Background: an optimization exercise with open tools, aiming at small area, a short achievable clock period and few clock cycles per item. Do not read the settings as production practice.
In this exercise RTL edits were held to simulation tests only and were not proved equivalent to the original.

## flow/design.v (module list and top-level ports; edited modules follow where they fit)
// module srpg_datapath: 199 lines
// module srpg_mac: 5437 lines
// module stepper_ramp_period_generator: 165 lines
module stepper_ramp_period_generator (
	input  wire logic        clk,
	input  wire logic        arst_n,
	input  wire logic        s_tvalid,
	output logic             s_tready,
	input  wire logic [31:0] s_tdata,    
	input  wire logic        s_tuser,    
	output logic             m_tvalid,
	input  wire logic        m_tready,
	output logic      [23:0] m_tdata,    
	output logic             m_tlast,    
	input  wire logic        cfg_we,
	input  wire logic [1:0]  cfg_index,
	input  wire logic [55:0] cfg_data
);
  // ...
==> flow/run.sh <==
#!/bin/bash
# synth_recipe.tcl (not shown) runs the flow's synth.tcl, then flattens the netlist and writes it again
# the make line also repeats each setting of config.mk as NAME=value (left out here)
make -C /OpenROAD-flow-scripts/flow DESIGN_CONFIG=/design/flow/config.mk WORK_HOME=/design/flow/orfs CLKGATE_MAP_FILE= SYNTH_SCRIPT=/design/flow/synth_recipe.tcl finish
==> flow/config.mk <==
export PLATFORM = sky130hd
export DESIGN_NAME = stepper_ramp_period_generator
export DESIGN_NICKNAME = stepper_ramp_period_generator
export VERILOG_FILES = /design/flow/design.v
export SDC_FILE = /design/flow/constraint.sdc
export NUM_CORES = 4
export LEC_CHECK = 0
export ABC_AREA = 1
export CAP_MARGIN = 20
export CORE_MARGIN = 2
export CORE_UTILIZATION = 40
export SETUP_SLACK_MARGIN = 4.5
export SLEW_MARGIN = 20
export TNS_END_PERCENT = 0
==> flow/constraint.sdc <==
create_clock -name core_clock -period 12.0 [get_ports {clk}]
set_input_delay 2.4000 -clock core_clock [delete_from_list [all_inputs] [get_ports {clk}]]
set_output_delay 2.4000 -clock core_clock [all_outputs]
set_load 0.01 [all_outputs]
==> key figures, run 1 <==
Run status
  • Status: finished clean

STA
  • Final hold violation count: 0
  • Slew Viols, Final: 0
  • Final setup margin: 4423 ps
  • Setup TNS: 0 ps

Finish
  • Design area: 70310 sq um
  • Count of non-CTS buffers in the layout: approximately 550
  • # diodes: 25
  • Comb_multi_in: 6304
  • Area growth, synth to finish: 14.72%
  • Proportion of layout cells with a drive suffix above 1: 11.16%

Clocking
  • Clock Path Buffers: 3
  • CTS buffer count: 56
  • Clock latency on the worst-skew pair: 750 ps

Drt
  • WL met1: 138.2 mm
  • Via density: 6.505
  • Uppermost routed layer: met5

Critical path
  • Launch point of the worst reg-to-reg path: u_dp.acc[60]
  • Critical Path End: u_dp.op_a[8]
  • FF-to-FF path depth: 42

Logic synthesis
  • Synth Area in Simple Gates: a little under a fifth
  • Top-count cell post-synth: nand2_1
  • Number of synthesized flops with an enable pin: between 100 and 150

Floorplanning
  • Die area: 156400 sq um
  • Initial Utilization: 40.30%

Global route
  • GR peak layer: met2
  • All-Layer GR Usage: 49.76%
  • M2 GR Usage: approximately 74%

Place
  • Placed Cells incl. Taps: 10342
Testbench counts, summed over its fixed seeds: cycles 84,664, items 21,940.
==> module srpg_datapath, before the edit <==
module srpg_datapath (
	input  wire logic        clk,
	input  wire logic        arst_n,
	input  wire logic        restart,    
	input  wire logic        commit,     
	input  wire logic        guess_bound,  
	input  wire logic [31:0] guess_val,
	input  wire logic [31:0] p_nx,       
	input  wire logic        ramp_up,    
	input  wire logic [31:0] period,
	input  wire logic [55:0] accel_m,
	output logic             ready,
	output logic [31:0]      r_fast,     
	output logic             r_fix,      
	output logic [31:0]      r_fixed     
);
	logic [ES_N-1:0] st, st_nx;
	logic [64:0]     acc, acc_nx;
	logic [63:0]     x, x_nx;
	logic [31:0]     op_a, op_b, op_a_nx, op_b_nx;
	logic            mhi, gen, fsat, big;
	logic            sv;    
	logic            mhi_nx;
	logic [31:0]     m0, m1;
	logic [63:0]     q;
	logic [64:0]     addend, mac, sq;
	logic            cin;
	logic            m1nz, pzero;
	logic            acc_en, go;
	assign m0    = accel_m[31:0];
	assign m1    = {8'b0, accel_m[55:32]};
	assign m1nz  = accel_m[55:32] != '0;
	assign pzero = period == '0;
	assign q  = mhi ? {acc[55:0], x[31:24]} : {23'b0, acc[64:24]};
	assign sq = {x, ramp_up};
	always_comb begin
		addend = '0;
		cin    = 1'b0;
		case (1'b1)
			st[ES_A1], st[ES_A3], st[ES_Q1], st[ES_R1]: addend = {32'b0, acc[64:32]};
			st[ES_A2], st[ES_Q2]: addend = acc;
			st[ES_F], st[ES_FA]: begin addend = sq; cin = ramp_up; end
			st[ES_FB]: addend = {{32{acc[64]}}, acc[64:32]};
			st[ES_R0]: addend = (gen || !acc[64]) ? {1'b0, period, 32'b0} : '0;
			default: ;
		endcase
	end
	srpg_mac u_mac (
		.a   (op_a),
		.b   (op_b),
		.c   (addend),
		.cin (cin),
		.y   (mac)
	);
	logic gsat, hnz;
	assign gsat = acc > 65'h1_FFFF_FFFD;
	assign hnz  = gen ? acc[64:1] != '0 : (!acc[64] && acc[63:33] != '0);
	assign go = restart;
	always_comb begin
		st_nx = '0;
		if (go) begin
			if (commit && st[ES_RDY] && sv && p_nx == op_a) begin
				st_nx[ES_A0] = 1'b1;
			end else begin
				st_nx[ES_P2] = 1'b1;
			end
		end else begin
			case (1'b1)
				st[ES_RDY]: st_nx[ES_RDY] = 1'b1;
				st[ES_P2]: st_nx[ES_A0] = 1'b1;
				st[ES_A0]: st_nx[ES_A1] = 1'b1;
				st[ES_A1]: if (m1nz) st_nx[ES_A2] = 1'b1; else st_nx[ES_Q0] = 1'b1;
				st[ES_A2]: st_nx[ES_A3] = 1'b1;
				st[ES_A3]: st_nx[ES_QL] = 1'b1;
				st[ES_QL]: st_nx[ES_Q0] = 1'b1;
				st[ES_Q0]: if (q[63:48] != '0) st_nx[ES_RDY] = 1'b1;
				           else if (q[63:32] != '0) st_nx[ES_Q1] = 1'b1;
				           else st_nx[ES_F] = 1'b1;
				st[ES_Q1]: st_nx[ES_Q2] = 1'b1;
				st[ES_Q2]: st_nx[ES_FA] = 1'b1;
				st[ES_F]:  st_nx[ES_R0] = 1'b1;
				st[ES_FA]: st_nx[ES_FB] = 1'b1;
				st[ES_FB]: st_nx[ES_RL] = 1'b1;
				st[ES_RL]: st_nx[ES_R0] = 1'b1;
				st[ES_R0]: if (hnz && !(gen && gsat)) st_nx[ES_R1] = 1'b1; else st_nx[ES_RDY] = 1'b1;
				st[ES_R1]: st_nx[ES_RDY] = 1'b1;
				default:   st_nx[ES_RDY] = 1'b1;
			endcase
		end
	end
	assign acc_en = st[ES_RDY] ? go : !(st[ES_QL] || st[ES_RL]);
	assign acc_nx = acc_en ? mac : acc;
	always_comb begin
		x_nx = x;
		if (!go) begin
			if (st[ES_A0] || st[ES_FA] || st[ES_R0]) x_nx = acc[63:0];
			if (st[ES_A3] || st[ES_FB]) x_nx[31:0] = acc[31:0];
			if (st[ES_Q0]) x_nx = q ^ {64{ramp_up && q[63:32] == '0}};
			if (st[ES_Q2]) x_nx = x ^ {64{ramp_up}};
		end
	end
	assign mhi_nx = (st[ES_A1] || st[ES_A3]) ? st[ES_A3] : mhi;
	logic [31:0] early_a, early_b;
	logic        s_lo, s_q, s_hi, s_f0, s_early;
	assign s_lo    = st_nx[ES_A0] || st_nx[ES_FA];
	assign s_q     = st_nx[ES_Q0] && !st[ES_QL];
	assign s_hi    = st_nx[ES_F] || (!go && st_nx[ES_RDY] && (st[ES_R0] || st[ES_R1]) && !guess_bound);
	assign s_f0    = st_nx[ES_R0] && st[ES_F];
	assign s_early = !(s_lo || s_q || s_hi || s_f0);
	always_comb begin
		early_a = '0;
		early_b = '0;
		if (go) begin
			if (st_nx[ES_P2]) begin
				early_a = p_nx;
				early_b = p_nx;
			end else begin
				early_b = m0;      
			end
		end else if (st_nx[ES_RDY] && (st[ES_R0] || st[ES_R1])) begin
			early_a = guess_val;
			early_b = guess_val;
		end else begin
			case (1'b1)
				st[ES_RDY]: begin early_a = op_a; early_b = op_b; end
				st[ES_P2]:  early_b = m0;
				st[ES_A0]:  begin early_a = acc[63:32]; early_b = m0; end
				st[ES_A1]:  begin
					if (m1nz) begin early_a = x[31:0]; early_b = m1; end
					else early_b = '0;    
				end
				st[ES_A2]:  begin early_a = x[63:32]; early_b = m1; end
				st[ES_A3]:  ;             
				st[ES_QL]:  begin early_a = q[31:0]; early_b = q[31:0]; end
				st[ES_Q0]:  begin
					if (q[63:48] != '0) ;               
					else if (q[63:32] != '0) begin early_a = q[31:0]; early_b = {q[62:32], 1'b0}; end
					else early_b = 32'd3;                
				end
				st[ES_Q1]:  begin early_a = {x[47:32], 16'b0}; early_b = {x[47:32], 16'b0}; end
				st[ES_Q2]:  early_b = 32'd3;             
				st[ES_FA]:  begin early_a = acc[63:32]; early_b = 32'd3; end
				st[ES_FB]:  ;                            
				st[ES_RL]:  begin early_a = {acc[0], x[31:1]}; early_b = period; end
				st[ES_F]:   early_b = period;            
				st[ES_R0]:  begin early_a = gen ? acc[32:1] : acc[63:33]; early_b = period; end
				default: ;
			endcase
		end
	end
	assign op_a_nx = ({32{s_early}} & early_a) | ({32{s_lo}} & mac[31:0]) | ({32{s_q}} & mac[55:24])
	               | ({32{s_hi}} & mac[63:32]) | ({32{s_f0}} & mac[32:1]);
	assign op_b_nx = ({32{!(s_q || (s_hi && !st_nx[ES_F]))}} & early_b) | ({32{s_q}} & mac[55:24])
	               | ({32{s_hi && !st_nx[ES_F]}} & mac[63:32]);
	assign ready  = st[ES_RDY];
	assign r_fast = acc[63:32];
	assign r_fix  = pzero || fsat || big || acc[64];
	always_comb begin
		if (pzero) begin
			r_fixed = '0;
		end else if (fsat || (big ? acc[64:32] != '0 : acc[64])) begin
			r_fixed = '1;
		end else begin
			r_fixed = acc[31:0];
		end
	end
	always_ff @(posedge clk or negedge arst_n) begin
		if (!arst_n) begin
			st <= ES_N'(1) << ES_RDY;
			sv <= 1'b0;
		end else begin
			st <= st_nx;
			if (go) begin
				sv <= 1'b0;
			end else if (st[ES_R0] || st[ES_R1]) begin
				sv <= 1'b1;
			end
		end
	end
	always_ff @(posedge clk) begin
		acc  <= acc_nx;
		x    <= x_nx;
		op_a <= op_a_nx;
		op_b <= op_b_nx;
		mhi  <= mhi_nx;
		if (!go) begin
			if (st[ES_Q0]) begin
				fsat <= q[63:48] != '0;
				gen  <= 1'b0;
			end
			if (st[ES_FA]) gen <= 1'b1;
			if (st[ES_R0]) begin
				big <= 1'b0;
				if (gen && gsat) fsat <= 1'b1;
			end
			if (st[ES_R1]) big <= 1'b1;
		end
	end
endmodule
==> module stepper_ramp_period_generator, before the edit <==
module stepper_ramp_period_generator (
	input  wire logic        clk,
	input  wire logic        arst_n,
	input  wire logic        s_tvalid,
	output logic             s_tready,
	input  wire logic [31:0] s_tdata,    
	input  wire logic        s_tuser,    
	output logic             m_tvalid,
	input  wire logic        m_tready,
	output logic      [23:0] m_tdata,    
	output logic             m_tlast,    
	input  wire logic        cfg_we,
	input  wire logic [1:0]  cfg_index,
	input  wire logic [55:0] cfg_data
);
	logic [15:0] base_q, target_q;
	logic [55:0] accel_m_q;
	logic [31:0] accel_dist_q;
	logic [31:0] steps_done_q, steps_left_q, period_q;
	logic [2:0]  phase_q;         
	logic        up_q;            
	logic        eng_ok;          
	logic        up_nx, restart, out_begin_q;
	logic        gb_q, gh_q;      
	logic        out_valid_q;
	logic [2:0]  out_phase_q;
	logic        accept, is_ramp, is_next, left_nz;
	logic [31:0] lo_bound, hi_bound, np, r_val, p_nx;
	logic        below, above;
	logic        eng_ready, eng_ready_dp, r_fix;
	logic [31:0] r_fast, r_fixed;
	logic [31:0] done_nx, left_nx, dist_nx;
	logic [15:0] base_nx, target_nx;
	logic [2:0]  phase_nx;
	assign lo_bound = {target_q, 16'b0};
	assign hi_bound = {base_q, 16'b0};
	assign is_ramp  = phase_q == PH_UP || phase_q == PH_DOWN;
	assign eng_ready = eng_ready_dp && eng_ok;
	assign left_nz  = steps_left_q != '0;
	assign s_tready = (!is_ramp || eng_ready) && (!out_valid_q || m_tready);
	assign accept   = s_tvalid && s_tready;
	assign is_next  = s_tuser;
	assign r_val = r_fix ? r_fixed : r_fast;
	assign below = r_val < lo_bound;
	assign above = r_val > hi_bound;
	always_comb begin
		if (phase_q == PH_CRUISE) begin
			np = lo_bound;
		end else if (is_ramp) begin
			np = below ? lo_bound : above ? hi_bound : r_val;
		end else begin
			np = hi_bound;
		end
	end
	always_comb begin
		done_nx   = steps_done_q;
		left_nx   = steps_left_q;
		dist_nx   = accel_dist_q;
		base_nx   = base_q;
		target_nx = target_q;
		if (accept) begin
			if (is_next) begin
				if (left_nz) begin
					done_nx = steps_done_q + 32'd1;
					left_nx = steps_left_q - 32'd1;
				end
			end else begin
				done_nx = '0;
				left_nx = s_tdata;
			end
		end else if (cfg_we) begin
			case (cfg_index)
				2'd0: base_nx   = cfg_data[15:0];
				2'd1: target_nx = cfg_data[15:0];
				2'd3: dist_nx   = cfg_data[31:0];
				default: ;
			endcase
		end
		if (done_nx == '0) begin
			phase_nx = PH_START;
		end else if (left_nx == '0) begin
			phase_nx = PH_END;
		end else if (done_nx <= dist_nx) begin
			phase_nx = PH_UP;
		end else if (left_nx <= dist_nx) begin
			phase_nx = PH_DOWN;
		end else begin
			phase_nx = PH_CRUISE;
		end
	end
	assign p_nx    = accept ? (is_next ? np : hi_bound) : period_q;
	assign up_nx   = !(phase_nx == PH_CRUISE || phase_nx == PH_DOWN);
	assign restart = cfg_we || (accept && (!eng_ok || p_nx != period_q || up_nx != up_q));
	srpg_datapath u_dp (
		.clk     (clk),
		.arst_n  (arst_n),
		.restart (restart),
		.commit  (accept),
		.guess_bound (gb_q),
		.guess_val (gh_q ? hi_bound : lo_bound),
		.p_nx    (p_nx),
		.ramp_up (up_q),
		.period  (period_q),
		.accel_m (accel_m_q),
		.ready   (eng_ready_dp),
		.r_fast  (r_fast),
		.r_fix   (r_fix),
		.r_fixed (r_fixed)
	);
	always_ff @(posedge clk or negedge arst_n) begin
		if (!arst_n) begin
			base_q       <= 16'hFFFF;
			target_q     <= 16'd1000;
			accel_m_q    <= '0;
			accel_dist_q <= '0;
		end else if (cfg_we) begin
			base_q       <= base_nx;
			target_q     <= target_nx;
			accel_dist_q <= dist_nx;
			if (cfg_index == 2'd2) begin
				accel_m_q <= cfg_data;
			end
		end
	end
	always_ff @(posedge clk or negedge arst_n) begin
		if (!arst_n) begin
			steps_done_q <= '0;
			steps_left_q <= '0;
			phase_q      <= PH_START;
			up_q         <= 1'b0;
			eng_ok       <= 1'b0;
			gb_q         <= 1'b0;
			gh_q         <= 1'b0;
			out_valid_q  <= 1'b0;
		end else begin
			if (accept) begin
				out_valid_q <= 1'b1;
			end else if (m_tready) begin
				out_valid_q <= 1'b0;
			end
			if (accept || cfg_we) begin
				phase_q <= phase_nx;
				up_q    <= up_nx;
				eng_ok  <= 1'b1;
				gb_q    <= (phase_nx == PH_UP && p_nx == {target_nx, 16'b0})
				        || (phase_nx == PH_DOWN && p_nx == {base_nx, 16'b0});
				gh_q    <= phase_nx == PH_DOWN;
			end
			if (accept) begin
				steps_done_q <= done_nx;
				steps_left_q <= left_nx;
			end
		end
	end
	always_ff @(posedge clk) begin
		period_q <= p_nx;
		if (accept) begin
			out_phase_q  <= is_next ? phase_q : PH_START;
			out_begin_q  <= !is_next;
		end
	end
	assign m_tvalid = out_valid_q;
	assign m_tdata  = {5'b0, out_phase_q, out_begin_q ? 16'd0 : period_q[31:16]};
	assign m_tlast  = !left_nz;
endmodule
==> run 2: changes to the inputs <==
--- a/flow/design.v
+++ b/flow/design.v
@@ -32,6 +32,4 @@
 	input  wire logic        restart,    
 	input  wire logic        commit,     
-	input  wire logic        guess_bound,  
-	input  wire logic [31:0] guess_val,
 	input  wire logic [31:0] p_nx,       
 	input  wire logic        ramp_up,    
@@ -133,5 +131,5 @@
 	assign s_lo    = st_nx[ES_A0] || st_nx[ES_FA];
 	assign s_q     = st_nx[ES_Q0] && !st[ES_QL];
-	assign s_hi    = st_nx[ES_F] || (!go && st_nx[ES_RDY] && (st[ES_R0] || st[ES_R1]) && !guess_bound);
+	assign s_hi    = st_nx[ES_F] || (!go && st_nx[ES_RDY] && (st[ES_R0] || st[ES_R1]));
 	assign s_f0    = st_nx[ES_R0] && st[ES_F];
 	assign s_early = !(s_lo || s_q || s_hi || s_f0);
@@ -146,7 +144,4 @@
 				early_b = m0;      
 			end
-		end else if (st_nx[ES_RDY] && (st[ES_R0] || st[ES_R1])) begin
-			early_a = guess_val;
-			early_b = guess_val;
 		end else begin
 			case (1'b1)
@@ -5689,5 +5684,4 @@
 	logic        eng_ok;          
 	logic        up_nx, restart, out_begin_q;
-	logic        gb_q, gh_q;      
 	logic        out_valid_q;
 	logic [2:0]  out_phase_q;
@@ -5764,6 +5758,4 @@
 		.restart (restart),
 		.commit  (accept),
-		.guess_bound (gb_q),
-		.guess_val (gh_q ? hi_bound : lo_bound),
 		.p_nx    (p_nx),
 		.ramp_up (up_q),
@@ -5797,6 +5789,4 @@
 			up_q         <= 1'b0;
 			eng_ok       <= 1'b0;
-			gb_q         <= 1'b0;
-			gh_q         <= 1'b0;
 			out_valid_q  <= 1'b0;
 		end else begin
@@ -5810,7 +5800,4 @@
 				up_q    <= up_nx;
 				eng_ok  <= 1'b1;
-				gb_q    <= (phase_nx == PH_UP && p_nx == {target_nx, 16'b0})
-				        || (phase_nx == PH_DOWN && p_nx == {base_nx, 16'b0});
-				gh_q    <= phase_nx == PH_DOWN;
 			end
 			if (accept) begin
==> key figures, run 2 <==
Run status
  • Status: finished clean (unchanged)

Floorplanning
  • Core area: 148000 sq um (was 152100 sq um)
  • Io pins: 123 (unchanged)
  • Die Span Y: 390.4 um (was 395.4 um)
  • FP Rows: 141 (was 143)
  • Initial Utilization: 40.36% (was 40.30%)
  • Die area: 152400 sq um (was 156400 sq um)
  • Chip width: 390.4 um (was 395.4 um)

Logic synthesis
  • Area contributors post-synth: fa_1, xor2_1, nand2_1 (was fa_1, nand2_1, xor2_1)
  • Top-count cell post-synth: nand2_1 (unchanged)
  • Multiplexer area fraction after synthesis: 0.5844% (was 0.6839%)
  • Top cells by count, synth: nand2_1, inv_1, o21ai_0 (unchanged)
  • Distinct cells, synth: 68 (was 66)
  • Syn Inst Count: 8187 (was 8488)
  • Largest family of logic cells by synthesized area: adder cells (unchanged)
  • Syn avg cell area: 7.296 sq um (was 7.220 sq um)
  • Post-synth top flop: dfrtp_1 (unchanged)
  • Synth Register Bits: 440 (was 442)
  • Post-Synth XOR/XNOR Area: 9.223% (was 9.661%)
  • Mapped Area: 59730 sq um (was 61290 sq um)
  • Post-synth top area share: 17.36% (was 16.92%)
  • Synth Warn #: 2 (unchanged)
  • Post-synth ARST share: 47.05% (was 47.29%)
  • Number of synthesized flops with an enable pin: 137 (unchanged)
  • Adder-cell share of the synthesized area: 22.01% (was 21.45%)
  • Largest area contributor in the netlist: fa_1 (unchanged)
  • Synth Area in Compound Gates: 21.43% (was 20.06%)
  • Synth Area in Simple Gates: 16.61% (was 18.69%)
  • Register area share after synthesis: 18.82% (was 18.43%)

STA
  • Final setup fails: 0 (unchanged)
  • Setup Skew: 84.25 ps (was 48.34 ps)
  • Worst slew pin tran: 1270 ps (was 1400 ps)
  • Slew Viols, Final: 0 (unchanged)
  • Slew margin rel.: 14.46% (was 6.022%)
  • Fmax: 133.7 MHz (was 132.0 MHz)
  • Final hold violation count: 0 (unchanged)
  • Period utilization: 62.33% (was 63.14%)
  • Setup TNS: 0 ps (unchanged)
  • RSZ-0062 raised after global routing: true (unchanged)
  • Final setup margin: 4521 ps (was 4423 ps)
  • Final min period: 7479 ps (was 7577 ps)

Global route
  • Vias in the first global route: 61285 (was 65774)
  • Largest net degree at the start of global routing: 104 (was 127)
  • All-Layer GR Usage: 44.00% (was 49.76%)
  • GR Overflow Total: 0 (unchanged)
  • Initial antenna violation count: 17 (was 46)
  • First-pass GRT wire length: 478.5 mm (was 544.0 mm)

Clocking
  • Max H-tree Level: 2 (unchanged)
  • Clk sink count: 440 (was 442)
  • Hold-fix buffers, CTS: 0 (unchanged)
  • Clock latency on the worst-skew pair: 710 ps (was 750 ps)
  • CTS buffer count: 54 (was 56)
  • Clock Path Buffers: 3 (unchanged)
  • Root Driver: clkbuf_16 (unchanged)
  • CTS clk-pin slew, worst paths: 60 ps (was 70 ps)
  • CTS tree: done (unchanged)

Min path
  • Worst min path class: flip-flop to flip-flop (unchanged)
  • Hold Path Depth: 2 (unchanged)

Critical path
  • Arrival @ worst endpoint: 8120 ps (was 8220 ps)
  • Required @ worst endpoint: 12640 ps (about the same)
  • Slowest-stage cell, CP: dfxtp_1 (was edfxtp_1)
  • Worst setup EP type: flip-flop (unchanged)
  • WS Path Type: flip-flop to flip-flop (unchanged)
  • Critical Path Max Stage Delay: 800 ps (was 620 ps)
  • Crit-path max FO: 30 (was 23)
  • Crit path max-delay family: compound AO/OA/AOI/OAI gates (was simple AND/OR/NAND/NOR gates)
  • CP bufs+invs: 6 (unchanged)
  • CP Depth: 29 (was 42)
  • Startpoint types: flip-flop (unchanged)
  • FF-to-FF path depth: 29 (was 42)
  • Crit path top cell by count: nand2_1 (unchanged)

Finish
  • Proportion of layout cells with a drive suffix above 1: 10.04% (was 11.16%)
  • Design area: 68200 sq um (was 70310 sq um)
  • Area growth, synth to finish: 14.17% (was 14.72%)
  • Max reg flops: 65 (unchanged)
  • Largest register by flop count: u_dp.acc (unchanged)
  • Commonest cells after routing, fill and taps aside: nand2_1, inv_1, o21ai_0 (unchanged)
  • Largest registers: u_dp.acc: 65 flops, u_dp.x: 64 flops, accel_m_q: 56 flops (unchanged)
  • Commonest non-fill, non-tap cell in the layout: nand2_1 (unchanged)
  • Net count, final: 9002 (was 9348)

Flow run
  • Max cap viols: 0 (unchanged)

Place
  • Global placement routability congestion: 1.138 (was 1.129)
  • Area after DPL: 63050 sq um (was 65170 sq um)
  • Post-DP HPWL: 256.9 mm (was 299.1 mm)
  • Pre-CTS WS: 2150 ps (was 2487 ps)
  • Number of I/O port buffers: 117 (unchanged)

Drt
  • WL final: 344.6 mm (was 399.6 mm)
  • Via count: 65781 (was 69053)
  • Detail Route Antenna Nets: 0 (unchanged)
  • Via density: 6.477 (was 6.505)
  • DR DRC count: 0 (unchanged)
  • First DRT Iteration DRCs: 10675 (was 9894)
  • Pre-antenna DRT Iters: 9 (unchanged)
  • Routed wire per std cell: 33.93 um (was 37.65 um)
-- run 2: cell types whose count changed after synthesis, sizes merged, moves of 30 or more --
cell	delta
nand2	-348
o21ai	+69
a21oi	+57
inv	+40
o211ai	-35
xnor2	-35
o21a	-30
-- run 2: worst min-delay path, stage by stage, from the launching register on --
cell	delay [ps]
dfrtp_1	350
nand2_1	50
o21ai_0	60
-- run 2: kinds of logic after synthesis --
| kind of cell | after synthesis |
|---|---|
| DFF | 440 |
| AOI/OAI and AO/OA | 2206 |
| and+or+nand+nor | 2379 |
| other | 1 |
| buffers and inverters | 1760 |
| xor gates and xnor gates | 629 |
| adders and majority gates | 740 |
| muxes | 32 |
-- run 2: worst paths after layout --
kind,slack (ps),start,to
hold reg to reg,490,accel_m_q[5],accel_m_q[5]
hold / removal,490,accel_m_q[5],accel_m_q[5]
min in group asynchronous,1710,arst_n,steps_left_q[8]
setup reg to reg,4520,u_dp.op_a[2],u_dp.op_a[18]
max in group asynchronous,8710,arst_n,u_dp.st[8]
setup / recovery,4520,u_dp.op_a[2],u_dp.op_a[18]
-- run 2: metrics by stage --
step | utilization, % | hold WS (ps) | std cells
after floorplan | - | 423.1 | 8191
after global placement | 42.57 | 461.3 | 9900
after detailed placement | 42.60 | 471.2 | 9900
after CTS | 44.97 | 485.1 | 10061
after global routing | 46.05 | 515.5 | 10141
final | 46.07 | 488.8 | 10156
-- run 2: per-layer routing --
layer  share of wire, %  track usage (%)  vias to the layer above
met1                 36            54.83                    31820
met5              0.025           0.1276                        -
met4                9.2            30.95                       12
li1                   -                -                    27250
met3                 15            17.87                     1258
met2                 39            61.34                     5441
-- run 2: what timing repair did --
action                     CTS  global route
gates cloned                 7             9
setup endpoints to repair  254           238
pin swaps                   20            26
gates resized for setup    217           241
setup buffers               53            64
-- run 2: area by class of cell --
| type | count | area [sq um] |
|---|---|---|
| tap | 1930 | 2415 |
| timing repair buffer | 478 | 4624 |
| inverter | 1192 | 4577 |
| sequential | 440 | 11320 |
| fill | 15024 | 79820 |
| multi-input combinational | 5997 | 43180 |
| antenna | 15 | 37.54 |
| clock inverter | 31 | 508.0 |
| clock buffer | 70 | 1514 |
| timing repair inverter | 3 | 20.02 |
Testbench counts of run 2, summed over its fixed seeds: cycles 84,735, items 21,940.
==> run 3: changes to the inputs <==
--- a/flow/config.mk
+++ b/flow/config.mk
@@ -9,5 +9,6 @@
 export CAP_MARGIN = 20
 export CORE_MARGIN = 2
-export CORE_UTILIZATION = 40
+export CORE_UTILIZATION = 48
+export PLACE_DENSITY = 0.65
 export SETUP_SLACK_MARGIN = 4.5
 export SLEW_MARGIN = 20
==> key figures, run 3 <==
Run status
  • Status: finished clean (unchanged)

Drt
  • DR DRC count: 0 (unchanged)
  • Routed wire per std cell: 35.89 um (was 33.93 um)
  • Via count: 67695 (was 65781)
  • WL final: 354.1 mm (was 344.6 mm)
  • Via density: 6.861 (was 6.477)
  • Pre-antenna DRT Iters: 13 (was 9)
  • First DRT Iteration DRCs: 12014 (was 10675)
  • Detail Route Antenna Nets: 0 (unchanged)

Floorplanning
  • Initial Utilization: 48.31% (was 40.36%)
  • Io pins: 123 (unchanged)
  • Core area: 123600 sq um (was 148000 sq um)
  • Die Span Y: 356.8 um (was 390.4 um)
  • FP Rows: 129 (was 141)
  • Die area: 127300 sq um (was 152400 sq um)
  • Chip width: 356.8 um (was 390.4 um)

Logic synthesis
  • Post-synth ARST share: 47.05% (unchanged)
  • Distinct cells, synth: 68 (unchanged)
  • Synth Register Bits: 440 (unchanged)
  • Top cells by count, synth: nand2_1, inv_1, o21ai_0 (unchanged)
  • Mapped Area: 59730 sq um (unchanged)
  • Synth Warn #: 2 (unchanged)
  • Syn Inst Count: 8187 (unchanged)
  • Post-synth top flop: dfrtp_1 (unchanged)
  • Post-synth top area share: 17.36% (unchanged)
  • Number of synthesized flops with an enable pin: 137 (unchanged)
  • Register area share after synthesis: 18.82% (unchanged)
  • Area contributors post-synth: fa_1, xor2_1, nand2_1 (unchanged)
  • Syn avg cell area: 7.296 sq um (unchanged)
  • Top-count cell post-synth: nand2_1 (unchanged)
  • Largest area contributor in the netlist: fa_1 (unchanged)

Global route
  • GR peak layer: met2 (unchanged)
  • All-Layer GR Usage: 53.96% (was 44.00%)
  • Met3 Use GR: 24.47% (was 17.87%)
  • M2 GR Usage: 74.16% (was 61.34%)
  • Vias in the first global route: 62930 (was 61285)
  • First-pass GRT wire length: 486.3 mm (was 478.5 mm)
  • Initial antenna violation count: 35 (was 17)
  • Met1 Use GR: 65.58% (was 54.83%)
  • Largest net degree at the start of global routing: 91 (was 104)
  • GR Overflow Total: 0 (unchanged)

STA
  • Period utilization: 63.05% (was 62.33%)
  • Final hold violation count: 0 (unchanged)
  • WHS: 482.4 ps (was 488.8 ps)
  • Final min period: 7566 ps (was 7479 ps)
  • Setup Skew: 130.5 ps (was 84.25 ps)
  • Slew Viols, Final: 0 (unchanged)
  • Final setup fails: 0 (unchanged)
  • Fmax: 132.2 MHz (was 133.7 MHz)
  • Worst slew pin tran: 1352 ps (was 1270 ps)
  • Setup TNS: 0 ps (unchanged)
  • Final setup margin: 4434 ps (was 4521 ps)
  • Slew margin rel.: 9.332% (was 14.46%)
  • RSZ-0062 raised after global routing: true (unchanged)

Flow run
  • Max cap viols: 0 (unchanged)

Place
  • Area after DPL: 62720 sq um (was 63050 sq um)
  • Placed Cells incl. Taps: 9614 (was 9900)
  • Pre-CTS WS: 2363 ps (was 2150 ps)
  • Number of I/O port buffers: 117 (unchanged)
  • Post-DP HPWL: 263.3 mm (was 256.9 mm)
  • Global placement routability congestion: 1.145 (was 1.138)

Finish
  • # fillers: 12082 (was 15024)
  • Design area: 67340 sq um (was 68200 sq um)
  • Reg area: 11280 sq um (was 11320 sq um)
  • Area growth, synth to finish: 12.73% (was 14.17%)
  • Post-route insts no fill: 9866 (was 10156)
  • Max reg flops: 65 (unchanged)
  • Largest registers: u_dp.acc: 65 flops, u_dp.x: 64 flops, accel_m_q: 56 flops (unchanged)
  • Proportion of layout cells with a drive suffix above 1: 9.445% (was 10.04%)
  • Net count, final: 8992 (was 9002)
  • Utilization after layout: 54.46% (was 46.07%)
  • Commonest cells after routing, fill and taps aside: nand2_1, inv_1, o21ai_0 (unchanged)
  • Largest register by flop count: u_dp.acc (unchanged)
  • Multi-input logic area: 42920 sq um (was 43180 sq um)
  • Commonest non-fill, non-tap cell in the layout: nand2_1 (unchanged)

Critical path
  • Crit-path max FO: 19 (was 30)
  • Arrival @ worst endpoint: 8210 ps (was 8120 ps)
  • Required @ worst endpoint: 12640 ps (about the same)
  • Startpoint types: flip-flop (unchanged)
  • Worst setup EP type: flip-flop (unchanged)
  • WS Path Type: flip-flop to flip-flop (unchanged)

Clocking
  • Max H-tree Level: 2 (unchanged)
  • Hold-fix buffers, CTS: 0 (unchanged)
  • Clock latency on the worst-skew pair: 750 ps (was 710 ps)
  • CTS buffer count: 57 (was 54)
  • Clock Path Buffers: 3 (unchanged)
  • CTS tree: done (unchanged)
  • Clk sink count: 440 (unchanged)
  • Root Driver: clkbuf_16 (unchanged)
  • CTS clk-pin slew, worst paths: 70 ps (was 60 ps)

Min path
  • Worst min path class: flip-flop to flip-flop (unchanged)
run 3: cell families after synthesis:
| kind of cell | after synthesis | synth area share, % |
|---|---|---|
| adders and majority gates | 740 | 22.01 |
| other | 1 | 0.006278 |
| and+or+nand+nor | 2379 | 16.61 |
| muxes | 32 | 0.5844 |
| AOI/OAI and AO/OA | 2206 | 21.43 |
| buffers and inverters | 1760 | 11.31 |
| DFF | 440 | 18.82 |
| xor gates and xnor gates | 629 | 9.223 |
run 3: area by class of cell:
type / instances / share of cell area, %
flip-flops and latches: 440 / 16.76
repair buffers: 466 / 6.535
repair inverters: 3 / 0.03530
inverters: 1192 / 6.793
multi-input cells: 5996 / 63.73
clock buffers: 87 / 2.635
well taps: 1637 / 3.042
clock inverters: 21 / 0.3790
diodes: 24 / 0.08919
run 3: worst paths after layout:
path,depth (start not counted),from,to,slack [ps]
hold reg to reg,2,accel_dist_q[0],accel_dist_q[0],480
min in group asynchronous,1,arst_n,accel_m_q[47],1730
max in group asynchronous,2,arst_n,accel_dist_q[29],8850
setup / recovery,25,u_dp.st[5],u_dp.op_a[24],4430
hold / removal,2,accel_dist_q[0],accel_dist_q[0],480
setup reg to reg,25,u_dp.st[5],u_dp.op_a[24],4430
run 3: per-layer routing:
metal / up-vias / part of all wire [%]
met5: - / 0.12
met4: 36 / 10
met3: 1737 / 16
met2: 6224 / 39
met1: 32467 / 34
li1: 27231 / -
run 3: critical path, stage by stage, from the launching register on:
cell	delay, ps
dfrtp_1	360
buf_4	230
clkinvlp_4	210
nand2_1	150
nor3_4	230
buf_12	180
clkinv_4	200
a21oi_1	420
o211ai_1	500
fa_1	570
fa_1	530
fa_1	450
fa_1	500
fa_1	510
inv_1	40
ha_1	350
nand2_1	170
nor2_2	230
inv_1	90
nor2_1	140
nand3_1	180
o41ai_4	500
xor2_2	380
a21boi_0	230
nor2_1	50
nand3_1	90
run 3: timing repair:
action,4_1_cts,5_1_grt
gates resized for setup,170,201
endpoints found under the setup margin,256,240
cloned,6,5
setup buffers,52,54
pin swaps,25,36
==> run 4: changes to the inputs <==
--- a/flow/config.mk
+++ b/flow/config.mk
@@ -10,4 +10,6 @@
 export CORE_MARGIN = 2
 export CORE_UTILIZATION = 48
+export CTS_CLUSTER_DIAMETER = 80
+export CTS_CLUSTER_SIZE = 30
 export PLACE_DENSITY = 0.65
 export SETUP_SLACK_MARGIN = 4.5
==> key figures, run 4 <==
STA
  • Final hold violation count: 0 (unchanged)
  • Fmax: 133.5 MHz (was 132.2 MHz)
  • Slew Viols, Final: 0 (unchanged)
  • WHS: 485.0 ps (was 482.4 ps)
  • Final min period: 7491 ps (was 7566 ps)
  • Worst slew pin tran: 1328 ps (was 1352 ps)
  • Slew margin rel.: 10.81% (was 9.332%)
  • RSZ-0062 raised after global routing: true (unchanged)
  • Setup Skew: 104.1 ps (was 130.5 ps)
  • Final setup fails: 0 (unchanged)
  • Period utilization: 62.42% (was 63.05%)
  • Setup TNS: 0 ps (unchanged)

Drt
  • Via count: 67691 (was 67695)
  • Detail Route Antenna Nets: 0 (unchanged)
  • Routed wire per std cell: 35.83 um (was 35.89 um)
  • Via density: 6.869 (was 6.861)
  • DR DRC count: 0 (unchanged)
  • Pre-antenna DRT Iters: 9 (was 13)
  • First DRT Iteration DRCs: 11993 (was 12014)
  • WL final: 353.1 mm (was 354.1 mm)

Logic synthesis
  • Register area share after synthesis: 18.82% (unchanged)
  • Multiplexer area fraction after synthesis: 0.5844% (unchanged)
  • Synth Area in Compound Gates: 21.43% (unchanged)
  • Synth Register Bits: 440 (unchanged)
  • Mapped Area: 59730 sq um (unchanged)
  • Post-synth top flop: dfrtp_1 (unchanged)
  • Largest family of logic cells by synthesized area: adder cells (unchanged)
  • Post-Synth XOR/XNOR Area: 9.223% (unchanged)
  • Number of synthesized flops with an enable pin: 137 (unchanged)
  • Top-count cell post-synth: nand2_1 (unchanged)
  • Syn avg cell area: 7.296 sq um (unchanged)
  • Syn Inst Count: 8187 (unchanged)
  • Adder-cell share of the synthesized area: 22.01% (unchanged)
  • Distinct cells, synth: 68 (unchanged)
  • Synth Warn #: 2 (unchanged)
  • Largest area contributor in the netlist: fa_1 (unchanged)
  • Top cells by count, synth: nand2_1, inv_1, o21ai_0 (unchanged)
  • Synth Area in Simple Gates: 16.61% (unchanged)
  • Post-synth ARST share: 47.05% (unchanged)
  • Area contributors post-synth: fa_1, xor2_1, nand2_1 (unchanged)
  • Post-synth top area share: 17.36% (unchanged)

Clocking
  • CTS tree: done (unchanged)
  • Clk sink count: 440 (unchanged)
  • CTS clk-pin slew, worst paths: 80 ps (was 70 ps)
  • Clock Path Buffers: 3 (unchanged)
  • Root Driver: clkbuf_16 (unchanged)
  • CTS buffer count: 40 (was 57)
  • Clock latency on the worst-skew pair: 710 ps (was 750 ps)
  • Max H-tree Level: 2 (unchanged)

Min path
  • Worst min path class: flip-flop to flip-flop (unchanged)
  • Hold Path Depth: 2 (unchanged)
  • Worst Hold End: accel_dist_q[0] (unchanged)
  • Min-delay src: accel_dist_q[0] (unchanged)

Critical path
  • R2R Setup Slk: 4510 ps (was 4430 ps)
  • WS Path Type: flip-flop to flip-flop (unchanged)
  • Slowest-stage cell, CP: fa_1 (unchanged)
  • Cells along the critical path: buf_4, inv_1, buf_6, o22ai_1, xor2_1, fa_1, fa_1, fa_1, fa_1, fa_1, fa_1, inv_1, ha_1, a21oi_1, inv_1, a21oi_1, o21a_1, o21ai_0, a21oi_1, nand2_1, xor2_4, a21boi_0, nor2_1, nand3_1
  • Arrival @ worst endpoint: 8080 ps (was 8210 ps)
  • Startpoint types: flip-flop (unchanged)
  • Launch point of the worst reg-to-reg path: u_dp.op_a[22] (was u_dp.st[5])
  • Crit path top cell by count: fa_1 (unchanged)
  • Crit-path max FO: 26 (was 19)
  • Required @ worst endpoint: 12590 ps (was 12640 ps)
  • R2r endpoint: u_dp.op_a[28] (was u_dp.op_a[24])
  • FF-to-FF path depth: 24 (was 25)
  • Worst setup EP type: flip-flop (unchanged)
  • Critical Path Max Stage Delay: 550 ps (was 570 ps)

Place
  • Area after DPL: 62720 sq um (unchanged)
  • Global placement routability congestion: 1.145 (unchanged)
  • Number of I/O port buffers: 117 (unchanged)
  • Placed Cells incl. Taps: 9614 (unchanged)
  • Post-DP HPWL: 263.3 mm (unchanged)

Global route
  • Largest net degree at the start of global routing: 91 (unchanged)
  • First-pass GRT wire length: 484.6 mm (was 486.3 mm)
  • Vias in the first global route: 62703 (was 62930)
  • GR Overflow Total: 0 (unchanged)
  • All-Layer GR Usage: 53.75% (was 53.96%)
  • Initial antenna violation count: 30 (was 35)

Floorplanning
  • Die area: 127300 sq um (unchanged)
  • Initial Utilization: 48.31% (unchanged)
  • Io pins: 123 (unchanged)
  • Die Span Y: 356.8 um (unchanged)
  • Chip width: 356.8 um (unchanged)
  • FP Rows: 129 (unchanged)
  • Core area: 123600 sq um (unchanged)

Run status
  • Status: finished clean (unchanged)

Finish
  • Area growth, synth to finish: 12.00% (was 12.73%)
  • Proportion of layout cells with a drive suffix above 1: 9.460% (was 9.445%)
  • Design area: 66900 sq um (was 67340 sq um)
  • Largest register by flop count: u_dp.acc (unchanged)
  • Commonest non-fill, non-tap cell in the layout: nand2_1 (unchanged)
  • # fillers: 12146 (was 12082)
  • Largest registers: u_dp.acc: 65 flops, u_dp.x: 64 flops, accel_m_q: 56 flops (unchanged)
  • Net count, final: 8996 (was 8992)
  • Max reg flops: 65 (unchanged)
  • Commonest cells after routing, fill and taps aside: nand2_1, inv_1, o21ai_0 (unchanged)
  • Post-route insts no fill: 9855 (was 9866)

Flow run
  • Max cap viols: 0 (unchanged)
## run 4: how the worst max path moves through the flow
stage	startpoint	end	slack, ps	cells past startpoint
2_1_floorplan	m_tready	u_dp.acc[0]	4520	35
3_3_place_gp	m_tready	u_dp.op_a[19]	2540	34
3_5_place_dp	s_tuser	u_dp.op_a[24]	2360	27
4_1_cts	u_dp.op_b[1]	u_dp.op_a[25]	4460	26
5_1_grt	u_dp.op_b[31]	u_dp.op_a[18]	4440	33
6_report	u_dp.op_a[22]	u_dp.op_a[28]	4510	24
## run 4: area by class of cell
cell class,instances,area [sq um],area share (%)
Tap cell,1637,2048,3.061
Clock inverter,31,380.4,0.5685
Timing Repair Buffer,488,4558,6.813
Sequential cell,440,11290,16.88
Multi-Input combinational cell,5995,42940,64.18
Clock buffer,43,1022,1.528
Timing Repair inverter,3,23.77,0.03553
Inverter,1192,4576,6.839
Antenna cell,26,65.06,0.09725
## run 4: per-layer routing
layer | vias to the layer above | share of wire (%) | GRT usage, %
met5 | - | 0.13 | 0
met4 | 30 | 10 | 41.42
met3 | 1697 | 16 | 23.65
met2 | 6215 | 39 | 73.86
met1 | 32512 | 35 | 65.57
li1 | 27237 | - | -
## run 4: stage by stage
stage	setup slack, ps	utilization, %
after floorplan	4519	-
after CTS	4458	52.83
after global routing	4437	54.07
after global placement	2536	50.71
final	4509	54.11
after detailed placement	2363	50.73
## run 4: logic make-up (layout without fill, tap and decap cells)
group / count (synthesis) / after routing
xor gates and xnor gates: 629 / 629
DFF: 440 / 440
AOI/OAI and AO/OA: 2206 / 2206
buffers and inverters: 1760 / 1757
other: 1 / 31
muxes: 32 / 32
adders and majority gates: 740 / 740
and+or+nand+nor: 2379 / 2383
## run 4: critical path: cells and delay by family (launching register included)
family,cells,cell delay [ps]
DFF,1,510
xor gates and xnor gates,2,500
and+or+nand+nor,3,300
adders and majority gates,7,3340
buffers and inverters,5,1000
AOI/OAI and AO/OA,7,1650
## run 4: timing repair
action | in CTS | in global routing
pin swaps | 24 | 31
hold buffers | 0 | 0
resized for setup | 166 | 213
setup buffers | 52 | 74
setup endpoints to repair | 256 | 240
gates cloned | 6 | 4
==> run 5: changes to the inputs <==
--- a/flow/config.mk
+++ b/flow/config.mk
@@ -9,8 +9,6 @@
 export CAP_MARGIN = 20
 export CORE_MARGIN = 2
-export CORE_UTILIZATION = 48
-export CTS_CLUSTER_DIAMETER = 80
-export CTS_CLUSTER_SIZE = 30
-export PLACE_DENSITY = 0.65
+export CORE_UTILIZATION = 45
+export PLACE_DENSITY = 0.62
 export SETUP_SLACK_MARGIN = 4.5
 export SLEW_MARGIN = 20
==> key figures, run 5 <==
Clocking
  • CTS clk-pin slew, worst paths: 60 ps (was 80 ps)
  • Clock latency on the worst-skew pair: 760 ps (was 710 ps)
  • Max H-tree Level: 2 (unchanged)
  • Clk sink count: 440 (unchanged)
  • CTS buffer count: 57 (was 40)
  • Hold-fix buffers, CTS: 0 (unchanged)
  • CTS tree: done (unchanged)
  • Root Driver: clkbuf_16 (unchanged)
  • Clock Path Buffers: 3 (unchanged)

STA
  • Period utilization: 63.21% (was 62.42%)
  • Setup Skew: 125.4 ps (was 104.1 ps)
  • Final setup margin: 4414 ps (was 4509 ps)
  • Final setup fails: 0 (unchanged)
  • WHS: 488.1 ps (was 485.0 ps)
  • Slew margin rel.: 10.13% (was 10.81%)
  • Slew Viols, Final: 0 (unchanged)
  • Final hold violation count: 0 (unchanged)
  • Worst slew pin tran: 1340 ps (was 1328 ps)
  • Setup TNS: 0 ps (unchanged)
  • RSZ-0062 raised after global routing: true (unchanged)
  • Final min period: 7586 ps (was 7491 ps)
  • Fmax: 131.8 MHz (was 133.5 MHz)

Critical path
  • Arrival @ worst endpoint: 8170 ps (was 8080 ps)
  • Launch point of the worst reg-to-reg path: u_dp.op_b[9] (was u_dp.op_a[22])
  • CP Depth: 25 (was 24)
  • Critical Path Max Stage Delay: 690 ps (was 550 ps)
  • Crit-path max FO: 31 (was 26)
  • Required @ worst endpoint: 12580 ps (was 12590 ps)
  • Startpoint types: flip-flop (unchanged)
  • R2R Setup Slk: 4410 ps (was 4510 ps)
  • Slowest-stage cell, CP: xor2_1 (was fa_1)
  • WS Path Type: flip-flop to flip-flop (unchanged)
  • CP bufs+invs: 4 (was 5)
  • Crit path top cell by count: fa_1 (unchanged)
  • Worst setup startpoint: u_dp.op_b[9] (was u_dp.op_a[22])
  • Critical Path End: u_dp.op_a[12] (was u_dp.op_a[28])
  • FF-to-FF path depth: 25 (was 24)
  • R2r endpoint: u_dp.op_a[12] (was u_dp.op_a[28])
  • Crit path max-delay family: adder cells (unchanged)
  • Worst setup EP type: flip-flop (unchanged)

Floorplanning
  • Io pins: 123 (unchanged)
  • Core area: 131600 sq um (was 123600 sq um)
  • FP Rows: 133 (was 129)
  • Die area: 135700 sq um (was 127300 sq um)
  • Die Span Y: 368.3 um (was 356.8 um)
  • Initial Utilization: 45.38% (was 48.31%)
  • Chip width: 368.3 um (was 356.8 um)

Logic synthesis
  • Synth Register Bits: 440 (unchanged)
  • Post-synth top area share: 17.36% (unchanged)
  • Largest area contributor in the netlist: fa_1 (unchanged)
  • Synth Warn #: 2 (unchanged)
  • Largest family of logic cells by synthesized area: adder cells (unchanged)
  • Post-synth ARST share: 47.05% (unchanged)
  • Syn avg cell area: 7.296 sq um (unchanged)
  • Top-count cell post-synth: nand2_1 (unchanged)
  • Synth Area in Simple Gates: 16.61% (unchanged)
  • Adder-cell share of the synthesized area: 22.01% (unchanged)
  • Register area share after synthesis: 18.82% (unchanged)
  • Number of synthesized flops with an enable pin: 137 (unchanged)
  • Post-Synth XOR/XNOR Area: 9.223% (unchanged)
  • Top cells by count, synth: nand2_1, inv_1, o21ai_0 (unchanged)
  • Post-synth top flop: dfrtp_1 (unchanged)
  • Synth Area in Compound Gates: 21.43% (unchanged)
  • Area contributors post-synth: fa_1, xor2_1, nand2_1 (unchanged)
  • Multiplexer area fraction after synthesis: 0.5844% (unchanged)
  • Syn Inst Count: 8187 (unchanged)
  • Distinct cells, synth: 68 (unchanged)
  • Mapped Area: 59730 sq um (unchanged)

Drt
  • First DRT Iteration DRCs: 10870 (was 11993)
  • Pre-antenna DRT Iters: 13 (was 9)
  • WL final: 363.2 mm (was 353.1 mm)
  • Routed wire per std cell: 36.40 um (was 35.83 um)
  • DR DRC count: 0 (unchanged)
  • Via density: 6.735 (was 6.869)
  • Via count: 67191 (was 67691)
  • Detail Route Antenna Nets: 0 (unchanged)

Finish
  • Largest register by flop count: u_dp.acc (unchanged)
  • Design area: 67580 sq um (was 66900 sq um)
  • Net count, final: 8995 (was 8996)
  • Area growth, synth to finish: 13.13% (was 12.00%)
  • Post-route insts no fill: 9977 (was 9855)
  • Max reg flops: 65 (unchanged)
  • Proportion of layout cells with a drive suffix above 1: 9.917% (was 9.460%)
  • # fillers: 13182 (was 12146)
  • Commonest cells after routing, fill and taps aside: nand2_1, inv_1, o21ai_0 (unchanged)
  • Commonest non-fill, non-tap cell in the layout: nand2_1 (unchanged)
  • Largest registers: u_dp.acc: 65 flops, u_dp.x: 64 flops, accel_m_q: 56 flops (unchanged)
  • Utilization after layout: 51.34% (was 54.11%)

Place
  • Number of I/O port buffers: 117 (unchanged)
  • Area after DPL: 62850 sq um (was 62720 sq um)
  • Global placement routability congestion: 1.111 (was 1.145)
  • Post-DP HPWL: 268.5 mm (was 263.3 mm)
  • Placed Cells incl. Taps: 9729 (was 9614)
  • Pre-CTS WS: 2019 ps (was 2363 ps)

Min path
  • Min-delay src: accel_m_q[5] (was accel_dist_q[0])
  • Worst min path class: flip-flop to flip-flop (unchanged)

Global route
  • First-pass GRT wire length: 497.6 mm (was 484.6 mm)
  • Vias in the first global route: 62781 (was 62703)
  • GR Overflow Total: 0 (unchanged)
  • Largest net degree at the start of global routing: 108 (was 91)
  • All-Layer GR Usage: 52.02% (was 53.75%)
  • Initial antenna violation count: 26 (was 30)

Run status
  • Status: finished clean (unchanged)

Flow run
  • Max cap viols: 0 (unchanged)
## run 5: area by class of cell
cell class / instances / area [sq um] / area share (%)
timing repair inverter: 4 / 28.78 / 0.04259
multi-input combinational: 6000 / 43130 / 63.82
inverter: 1192 / 4589 / 6.791
antenna: 14 / 35.03 / 0.05184
clock inverter: 25 / 300.3 / 0.4444
clock buffer: 83 / 1655 / 2.450
tap: 1755 / 2196 / 3.249
sequential: 440 / 11300 / 16.72
timing repair buffer: 464 / 4347 / 6.432
## run 5: how the worst min path moves through the flow
stage | slack (ps) | end | depth (start not counted)
finish | 490 | accel_m_q[5] | 2
global route | 520 | accel_m_q[5] | 2
CTS | 480 | accel_dist_q[0] | 2
detailed placement | 460 | accel_dist_q[0] | 2
global placement | 460 | accel_dist_q[0] | 2
floorplan | 420 | u_dp.gen | 0
## run 5: cell families after synthesis
group,Yosys count
other,1
xor gates and xnor gates,629
adders and majority gates,740
AOI/OAI and AO/OA,2206
muxes,32
buffers and inverters,1760
DFF,440
and+or+nand+nor,2379
## run 5: tightest hold or removal path: stages (launching register included)
cell and delay [ps]:
dfrtp_1 340, nand2_1 50, o21ai_0 60
## run 5: per-layer routing
metal,track usage (%),wire length (um),vias to the layer above
li1,-,-,27238
met1,63.86,128100,32578
met2,72.12,143400,5751
met3,22.28,55580,1600
met4,38.24,35970,24
met5,0.1068,199,-
## run 5: timing repair
| action | CTS | global route |
|---|---|---|
| setup endpoints to repair | 255 | 240 |
| gates cloned | 9 | 5 |
| pin swaps | 15 | 41 |
| gates resized for setup | 184 | 238 |
| setup buffers | 43 | 65 |

re-timing with driven ports:
Ports are ideal in the flow. The routed layouts listed here were re-timed in OpenROAD.
Step 1, drivers: a clkbuf_16 drives clk and a buf_2 each remaining input, both assumed.
Step 2, shift: input delay + t, output delay - t, t = (earliest + latest rising clock arrival at the registers) / 2. This alone moves slack from input paths to output paths.
Slacks: no drivers / after step 1 / after step 2; pairs: no drivers / after step 1.
run	t, ns	slack for setup (ns)	hold WS [ns]
run 1	0.790	4.423 / 4.423 / 3.684	0.475 / 0.475 / 0.475
run 2	0.740	4.521 / 4.521 / 3.939	0.489 / 0.489 / 0.489
run 3	0.759	4.434 / 4.434 / 3.945	0.482 / 0.482 / 0.482
run 4	0.739	4.509 / 4.509 / 3.950	0.485 / 0.485 / 0.485
run 5	0.780	4.414 / 4.414 / 3.932	0.488 / 0.488 / 0.488
After both steps setup and hold are still met in every run listed. For run 1, which loses most, drivers alone change the setup slack by 0.000 ns; drivers and shift together by -0.739 ns.
